This design comes from an exercise in tuning for small area on the open sky130 flow, not from production work.
In this exercise RTL edits were held to simulation tests only and were not proved equivalent to the original.
Power and IR drop assume default switching activity.

==> inputs of v14 <==
## matrix_alu
module matrix_alu #(
    parameter int ELEM_W     = 16,
    parameter int MUL_CYCLES = 16
) (
    input  logic                 Clk,
    input  logic                 nReset,
    input  logic                 start,
    input  logic [2:0]           opcode,
    input  logic [16*ELEM_W-1:0] operandA,
    input  logic [16*ELEM_W-1:0] operandB,
    output logic [16*ELEM_W-1:0] result,
    output logic                 busy,
    output logic                 done,
    output logic                 err
);
export LEC_CHECK = 0
export CAP_MARGIN = 20
export CORE_AREA = 2 2 428 110
export DIE_AREA = 0 0 430 112
export PLACE_DENSITY = 0.9
export SLEW_MARGIN = 20
create_clock -name core_clock -period 12.0 [get_ports {Clk}]
standard.sh (not shown) runs the stock make flow with config.mk's settings and CLKGATE_MAP_FILE= SYNTH_SCRIPT=/design/flow/synth_recipe.tcl, a recipe that flattens the netlist after the stock synthesis.
==> flow/flow/run.sh <==
#!/bin/bash
set -euo pipefail
bash standard.sh \
  BUFFER_PORTS_ARGS="-buffer_cell sky130_fd_sc_hd__buf_1" \
  CTS_ARGS="-sink_clustering_enable -repair_clock_nets -buf_list sky130_fd_sc_hd__clkbuf_4 -sink_clustering_buffer sky130_fd_sc_hd__clkbuf_8 -sink_clustering_size 12 -sink_clustering_max_diameter 40 -dont_use_dummy_load" \
  finish > make_finish.log 2>&1
==> v39: changes against v14 <==
==> flow/flow/run.sh (replaced) <==
#!/bin/bash
set -euo pipefail
bash standard.sh \
  BUFFER_PORTS_ARGS="-buffer_cell sky130_fd_sc_hd__buf_1" \
  CTS_ARGS="-sink_clustering_enable -repair_clock_nets -buf_list sky130_fd_sc_hd__clkbuf_4 -sink_clustering_buffer sky130_fd_sc_hd__clkbuf_8 -sink_clustering_size 14 -sink_clustering_max_diameter 40 -dont_use_dummy_load" \
  finish > make_finish.log 2>&1
PLACE_DENSITY = 0.8   (was 0.9)
==> comparison table <==
item                                                                                         v14                      v39
Detailed placement HPWL                                                                  81.6 mm                  78.8 mm
Routed WL per cell                                                                       31.4 um                  30.6 um
Count of plain and timing-repair buffers                                                     806                      807
Data required time at the worst endpoint                                                12700 ps                 12710 ps
Seq area share                                                                             0.511                    0.512
Result of the run                                                        complete, no violations  complete, no violations
First-pass GRT wire length                                                                142 mm                   139 mm
Pint                                                                                     6.07 mW                  5.98 mW
Sum of routed wire segments on met1                                                      45.0 mm                  44.2 mm
Fmax                                                                                    87.5 MHz                 87.0 MHz
Number of buffers inserted during clock tree synthesis                                        61                       53
Hold Path Origin                                                             acc_q[2][2]$_DFF_P_     acc_q[2][13]$_DFF_P_
Total track usage                                                                          0.419                    0.408
Multi-input combinational cell area                                                    8250 um^2                8270 um^2
Clock insertion delay at the later pin of the skew report                                 910 ps                   880 ps
Post-placement cell area                                                              26400 um^2               26400 um^2
Static Leakage                                                                           10.0 nW                  9.99 nW
Weighted congestion reported at the end of routability-driven placement                     1.19                     1.23
Register clock-pin slew on the reported worst setup and hold paths                        100 ps                    90 ps
Violation count after the first detailed-route iteration                                    3469                     3158
Least-Margin Pin Slew                                                                    1160 ps                  1110 ps

* * *

==> inputs of 05-05 <==
==> flow/design.v <==
module matrix_alu #(
    parameter int ELEM_W     = 16,
    parameter int MUL_CYCLES = 16
) (
    input  logic                 Clk,
    input  logic                 nReset,
    input  logic                 start,
    input  logic [2:0]           opcode,
    input  logic [16*ELEM_W-1:0] operandA,
    input  logic [16*ELEM_W-1:0] operandB,
    output logic [16*ELEM_W-1:0] result,
    output logic                 busy,
    output logic                 done,
    output logic                 err
);
    localparam logic [2:0] OP_ADD = 3'b000;
    localparam logic [2:0] OP_SUB = 3'b001;
    localparam logic [2:0] OP_TRN = 3'b010;
    localparam logic [2:0] OP_SCL = 3'b011;
    localparam logic [2:0] OP_MUL = 3'b100;
    localparam logic [1:0] S_IDLE = 2'd0;
    localparam logic [1:0] S_BUSY = 2'd1;
    localparam logic [1:0] S_DONE = 2'd2;
    logic [15:0] x_q   [16];
    logic [15:0] b_q   [16];
    logic [15:0] r_q   [4];
    logic [15:0] acc_q [4];
    logic [1:0]  st_q;
    logic [7:0]  cnt_q;
    logic [2:0]  op_q;
    logic        valid_q;
    logic        err_q;
    logic        lap_q;
    logic        idle_q, nidle_q;    
    wire idle   = idle_q;
    wire accept = start & idle;
    wire legal  = (opcode <= OP_MUL);
    wire ld     = start & idle_q & legal;
    wire ldn    = ~start | nidle_q | ~legal;
    wire [3:0] ph = cnt_q[3:0];
    wire [7:0] n  = cnt_q;
    wire        m_comp  = n[4];
    wire [1:0]  m_tr    = n[6:5] - 2'd1;        
    wire        m_first = (ph[3:2] == 2'd0);    
    wire        m_cwr   = !n[4] && (n[7:5] != 3'd0) && (ph[3:2] == m_tr);
    wire        m_fill  = !n[4] && (ph[3:2] == (m_tr + 2'd1));
    wire        m_last  = (n == 8'd143);
    logic t_visit;
    always_comb begin
        case (n)
            8'd1, 8'd3, 8'd4, 8'd6, 8'd8, 8'd12, 8'd18, 8'd25,
            8'd33, 8'd35, 8'd36, 8'd38,
            8'd49, 8'd52, 8'd55, 8'd59, 8'd66, 8'd72, 8'd77, 8'd78,
            8'd81, 8'd84, 8'd87, 8'd91: t_visit = 1'b1;
            default: t_visit = 1'b0;
        endcase
    end
    wire s_load = (n == 8'd15);
    wire s_shft = (n >= 8'd15) && (n <= 8'd18);
    wire s_pass = (n[7:4] == 4'd2);
    wire ew_pass = (n[7:4] == 4'd0);
    wire is_busy = (st_q == S_BUSY);
    wire op_ill  = op_q[2] & (op_q[1] | op_q[0]);
    logic        x_sel_r, x_one, x_neg;    
    logic        y_sel_b, y_sel_x;         
    logic        a_sel_x, a_sel_acc;       
    logic        xwr;                       
    logic        rsh;                       
    logic        rin_b;                     
    logic        fin;                       
    always_comb begin
        x_sel_r   = 1'b0;
        x_one     = 1'b0;
        x_neg     = 1'b0;
        y_sel_b   = 1'b0;
        y_sel_x   = 1'b0;
        a_sel_x   = 1'b0;
        a_sel_acc = 1'b0;
        xwr       = 1'b0;
        rsh       = 1'b0;
        rin_b     = 1'b0;
        fin       = 1'b0;
        if (is_busy) begin
            if (op_ill) begin
                xwr = !valid_q;
                fin = (ph == 4'd15) && lap_q;
            end else begin
                case (op_q)
                    OP_ADD, OP_SUB: begin
                        a_sel_x = 1'b1;
                        y_sel_b = 1'b1;
                        x_one   = (op_q == OP_ADD);
                        x_neg   = (op_q == OP_SUB);
                        xwr     = ew_pass;
                        fin     = (n == 8'd15);
                    end
                    OP_TRN: begin
                        x_sel_r = 1'b1;
                        rsh     = t_visit;
                        xwr     = t_visit;
                        fin     = (n == 8'd95);
                    end
                    OP_SCL: begin
                        x_sel_r = 1'b1;
                        y_sel_x = 1'b1;
                        rsh     = s_shft;
                        rin_b   = s_load;
                        xwr     = s_pass;
                        fin     = (n == 8'd47);
                    end
                    default: begin  
                        y_sel_b   = 1'b1;
                        if (m_comp) begin
                            x_sel_r   = 1'b1;
                            a_sel_acc = !m_first;
                            rsh       = (ph[1:0] == 2'd3);
                        end else begin
                            a_sel_acc = 1'b1;
                            xwr       = m_cwr;
                            rsh       = m_fill;
                        end
                        fin = m_last;
                    end
                endcase
            end
        end
    end
    logic [15:0] mx, my, ma, mac;
    always_comb begin
        if (x_sel_r)      mx = r_q[0];
        else if (x_one)   mx = 16'd1;
        else if (x_neg)   mx = 16'hffff;
        else              mx = 16'd0;
        if (y_sel_b)      my = b_q[0];
        else if (y_sel_x) my = x_q[0];
        else              my = 16'd1;
        if (a_sel_x)        ma = x_q[0];
        else if (a_sel_acc) ma = acc_q[0];
        else                ma = 16'd0;
        mac = ma + mx * my;
    end
    always_ff @(posedge Clk) begin
        for (int p = 0; p < 16; p++) begin
            x_q[p] <= ({16{ld}}  & operandA[255-16*p -: 16])
                    | ({16{ldn}} & ((p < 15) ? x_q[(p+1)%16] : (xwr ? mac : x_q[0])));
            b_q[p] <= ({16{ld}}  & operandB[255-16*p -: 16])
                    | ({16{ldn}} & b_q[(p+1)%16]);
        end
        if (rsh) begin
            for (int p = 0; p < 3; p++) r_q[p] <= r_q[p+1];
            r_q[3] <= rin_b ? b_q[0] : x_q[0];
        end
        for (int p = 0; p < 3; p++) acc_q[p] <= acc_q[p+1];
        acc_q[3] <= mac;
    end
    always_ff @(posedge Clk or negedge nReset) begin
        if (!nReset) begin
            st_q    <= S_IDLE;
            idle_q  <= 1'b1;
            nidle_q <= 1'b0;
            cnt_q   <= '0;
            op_q    <= '0;
            valid_q <= 1'b0;
            err_q   <= 1'b0;
            lap_q   <= 1'b0;
        end else begin
            cnt_q <= cnt_q + 8'd1;
            case (st_q)
                S_IDLE: begin
                    if (start) begin
                        st_q    <= S_BUSY;
                        idle_q  <= 1'b0;
                        nidle_q <= 1'b1;
                        op_q  <= opcode;
                        err_q <= !legal;
                        lap_q <= 1'b0;
                        if (legal) begin
                            cnt_q   <= '0;
                            valid_q <= 1'b1;
                        end
                    end
                end
                S_BUSY: begin
                    if (ph == 4'd15) lap_q <= 1'b1;
                    if (fin) begin
                        st_q <= S_DONE;
                        if (op_ill) valid_q <= 1'b1;
                    end
                end
                default: begin
                    st_q    <= S_IDLE;
                    idle_q  <= 1'b1;
                    nidle_q <= 1'b0;
                end
            endcase
        end
    end
    always_comb begin
        for (int p = 0; p < 16; p++) result[255-16*p -: 16] = x_q[p];
    end
    assign busy = (st_q == S_BUSY);
    assign done = (st_q == S_DONE);
    assign err  = err_q;
endmodule
==> flow/flow/run.sh <==
#!/bin/bash
set -euo pipefail
bash standard.sh BUFFER_PORTS_ARGS="-buffer_cell sky130_fd_sc_hd__buf_1" finish > make_finish.log 2>&1
==> flow/standard.sh <==
#!/bin/bash
# synth_recipe.tcl (not shown) runs the flow's synth.tcl, then flattens the netlist and writes it again
# the make line also repeats each setting of config.mk as NAME=value (left out here)
make -C /OpenROAD-flow-scripts/flow DESIGN_CONFIG=/design/flow/config.mk WORK_HOME=/design/flow/orfs CLKGATE_MAP_FILE= SYNTH_SCRIPT=/design/flow/synth_recipe.tcl "${@:-finish}"
==> flow/config.mk <==
export PLATFORM = sky130hd
export DESIGN_NAME = matrix_alu
export DESIGN_NICKNAME = matrix_alu
export VERILOG_FILES = /design/flow/design.v
export SDC_FILE = /design/flow/constraint.sdc
export NUM_CORES = 4
export LEC_CHECK = 0
export CAP_MARGIN = 20
export CORE_MARGIN = 2
export CORE_UTILIZATION = 60
export PLACE_DENSITY = 0.7
export SLEW_MARGIN = 20
==> flow/constraint.sdc <==
create_clock -name core_clock -period 12.0 [get_ports {Clk}]
set_input_delay 2.4000 -clock core_clock [delete_from_list [all_inputs] [get_ports {Clk}]]
set_output_delay 2.4000 -clock core_clock [all_outputs]
set_load 0.01 [all_outputs]
==> 06-25 (differences from 05-05) <==
--- a/flow/design.v
+++ b/flow/design.v
@@ -33,8 +33,5 @@
     logic        lap_q;
-    logic        idle_q, nidle_q;    
-    wire idle   = idle_q;
+    wire idle   = (st_q == S_IDLE);
     wire accept = start & idle;
     wire legal  = (opcode <= OP_MUL);
-    wire ld     = start & idle_q & legal;
-    wire ldn    = ~start | nidle_q | ~legal;
     wire [3:0] ph = cnt_q[3:0];
@@ -143,6 +140,9 @@
         for (int p = 0; p < 16; p++) begin
-            x_q[p] <= ({16{ld}}  & operandA[255-16*p -: 16])
-                    | ({16{ldn}} & ((p < 15) ? x_q[(p+1)%16] : (xwr ? mac : x_q[0])));
-            b_q[p] <= ({16{ld}}  & operandB[255-16*p -: 16])
-                    | ({16{ldn}} & b_q[(p+1)%16]);
+            if (accept && legal) begin
+                x_q[p] <= operandA[255-16*p -: 16];
+                b_q[p] <= operandB[255-16*p -: 16];
+            end else begin
+                x_q[p] <= (p < 15) ? x_q[(p+1)%16] : (xwr ? mac : x_q[0]);
+                b_q[p] <= b_q[(p+1)%16];
+            end
         end
@@ -158,4 +158,2 @@
             st_q    <= S_IDLE;
-            idle_q  <= 1'b1;
-            nidle_q <= 1'b0;
             cnt_q   <= '0;
@@ -170,5 +168,3 @@
                     if (start) begin
-                        st_q    <= S_BUSY;
-                        idle_q  <= 1'b0;
-                        nidle_q <= 1'b1;
+                        st_q  <= S_BUSY;
                         op_q  <= opcode;
@@ -189,7 +185,3 @@
                 end
-                default: begin
-                    st_q    <= S_IDLE;
-                    idle_q  <= 1'b1;
-                    nidle_q <= 1'b0;
-                end
+                default: st_q <= S_IDLE;
             endcase
==> flow/run.sh (new file) <==
#!/bin/bash
# synth_recipe.tcl (not shown) runs the flow's synth.tcl, then flattens the netlist and writes it again
# the make line also repeats each setting of config.mk as NAME=value (left out here)
make -C /OpenROAD-flow-scripts/flow DESIGN_CONFIG=/design/flow/config.mk WORK_HOME=/design/flow/orfs CLKGATE_MAP_FILE= SYNTH_SCRIPT=/design/flow/synth_recipe.tcl finish
--- a/flow/config.mk
+++ b/flow/config.mk
@@ -9,4 +9,4 @@
 export CORE_MARGIN = 2
-export CORE_UTILIZATION = 60
-export PLACE_DENSITY = 0.7
+export CORE_UTILIZATION = 30
+export PLACE_DENSITY = 0.45
 export SLEW_MARGIN = 20
removed: flow/flow/run.sh
removed: flow/standard.sh
==> comparison <==
05-05 stopped in 3_2_place_iop on PPL-0024. 06-25 ran to the end with no violations.
Of 06-25 and 05-05, 06-25 has the higher synthesized cell count (gap 48%, measured against 05-05).
Against 06-25, the area after synthesis of 05-05 is lower by 4.7%.
==> figures <==
	05-05	06-25
Die span in x	208 um	299 um
Post-synthesis cell area	24900 um^2	26100 um^2
Area fraction in compound gates after synthesis	0.211	0.0356
Top-count cell post-synth	dfxtp_1	nand2_1
Seq cells post-synth	658	656
Post-synthesis xor/xnor area fraction	0.0186	0.0165
Distinct cell type count of the synthesized netlist	59	68
Result of the run	stopped before the end	timing/DRC/antenna clean
Last stage reached	3_2_place_iop	-
Mean instance size in the synthesized netlist	12.0 um^2	8.53 um^2
Chip height	208 um	299 um
Post-synthesis instance total	2071	3062
Nets in the synthesized netlist	2741	3732
Asr flop ratio synth	0.0274	0.0244
Fraction of synthesized area in multiplexers	0.0146	0.0147
Fraction of synthesized cell area taken by the top area cell type	0.463	0.441
Count of standard-cell rows	74	108
Adder and majority cell fraction of the synthesized area	0.105	0.0998
Starting utilization of the core area	0.609	0.302
Area fraction in and, or, nand and nor cells after synthesis	0.0450	0.258
Post-synthesis sequential area ratio	0.558	0.530
Post-synth EDFFs	64	64

* * *

==> v16: inputs <==
matrix_alu with an RTL version that a note above also has.
Settings: LEC_CHECK=0, CAP_MARGIN=20, CORE_AREA=2 2 428 110, DIE_AREA=0 0 430 112, PLACE_DENSITY=0.9, SLEW_MARGIN=20; clock period 12.0 ns.
==> flow/flow/run.sh <==
#!/bin/bash
set -euo pipefail
bash standard.sh \
  BUFFER_PORTS_ARGS="-buffer_cell sky130_fd_sc_hd__buf_1" \
  CTS_ARGS="-sink_clustering_enable -repair_clock_nets -buf_list sky130_fd_sc_hd__clkbuf_4 -sink_clustering_buffer sky130_fd_sc_hd__clkbuf_8 -sink_clustering_size 14 -sink_clustering_max_diameter 50 -dont_use_dummy_load" \
  finish > make_finish.log 2>&1
==> v22: changes against v16 <==
==> flow/flow/run.sh (replaced) <==
#!/bin/bash
set -euo pipefail
bash standard.sh \
  BUFFER_PORTS_ARGS="-buffer_cell sky130_fd_sc_hd__buf_1" \
  CTS_ARGS="-sink_clustering_enable -repair_clock_nets -buf_list sky130_fd_sc_hd__clkbuf_4 -sink_clustering_buffer sky130_fd_sc_hd__clkbuf_8 -sink_clustering_size 12 -sink_clustering_max_diameter 40 -dont_use_dummy_load" \
  finish > make_finish.log 2>&1
--- a/flow/config.mk
+++ b/flow/config.mk
@@ -8,5 +8,5 @@
 export CAP_MARGIN = 20
-export CORE_AREA = 2 2 428 110
-export DIE_AREA = 0 0 430 112
-export PLACE_DENSITY = 0.9
+export CORE_AREA = 2 2 438 128
+export DIE_AREA = 0 0 440 130
+export PLACE_DENSITY = 0.65
 export SLEW_MARGIN = 20
==> notes.md <==
Slowest cell delay on critical path: v16 0.55 ns; v22 0.58 ns
Outcome: v16 timing/DRC/antenna clean; v22 timing/DRC/antenna clean
Antenna violations before repair: v16 9; v22 14
Met2 routed WL: v16 42700 um; v22 40700 um
Total wire length: v16 104000 um; v22 100000 um
Slew at the pin with the worst max-slew slack: v16 1.11 ns; v22 1.15 ns
Required time worst endpoint: v16 12.66 ns; v22 12.77 ns
Number of multi-input combinational cells in the layout: v16 1107; v22 1108
Routed length on met1: v16 45300 um; v22 44700 um
Share of total power in the clock network: v16 9.7%; v22 11.1%
Number of global-route vias before repair: v16 18900; v22 17900
Reg2Reg Depth: v16 35; v22 39
Register share of total power: v16 40.9%; v22 39.5%

## re-timing with driven ports
Ports are ideal in the flow. The routed layouts listed here were re-timed in OpenROAD. Step 1: set_driving_cell puts a clkbuf_16 on Clk and a buf_2 on each other input, an assumption about the parent block. Step 2 times the ports against the registers' clock, not the clock port: input delays grow and output delays shrink by t, the midpoint of the rising clock arrivals with the driver on. a / b / c = ideal / step 1 / step 2; a / b = the first two.
run | t (ns) | setup WS [ns] | worst hold slack (ns) | clock arrival spread, ns | worst slew at a driven data input, ns
v14 | 0.942 | 0.577 / 0.577 / 0.577 | 0.319 / 0.319 / 0.319 | 0.073 / 0.073 | 0.14
v39 | 0.895 | 0.510 / 0.510 / 0.510 | 0.290 / 0.290 / 0.290 | 0.124 / 0.123 | 0.19
06-25 | 0.695 | 4.663 / 4.663 / 4.663 | 0.322 / 0.322 / 0.322 | 0.051 / 0.051 | 0.18
v16 | 0.907 | 0.558 / 0.558 / 0.558 | 0.318 / 0.318 / 0.318 | 0.082 / 0.081 | 0.15
v22 | 0.938 | 0.408 / 0.408 / 0.408 | 0.317 / 0.317 / 0.317 | 0.133 / 0.133 | 0.14
After both steps every run listed still meets setup and hold.
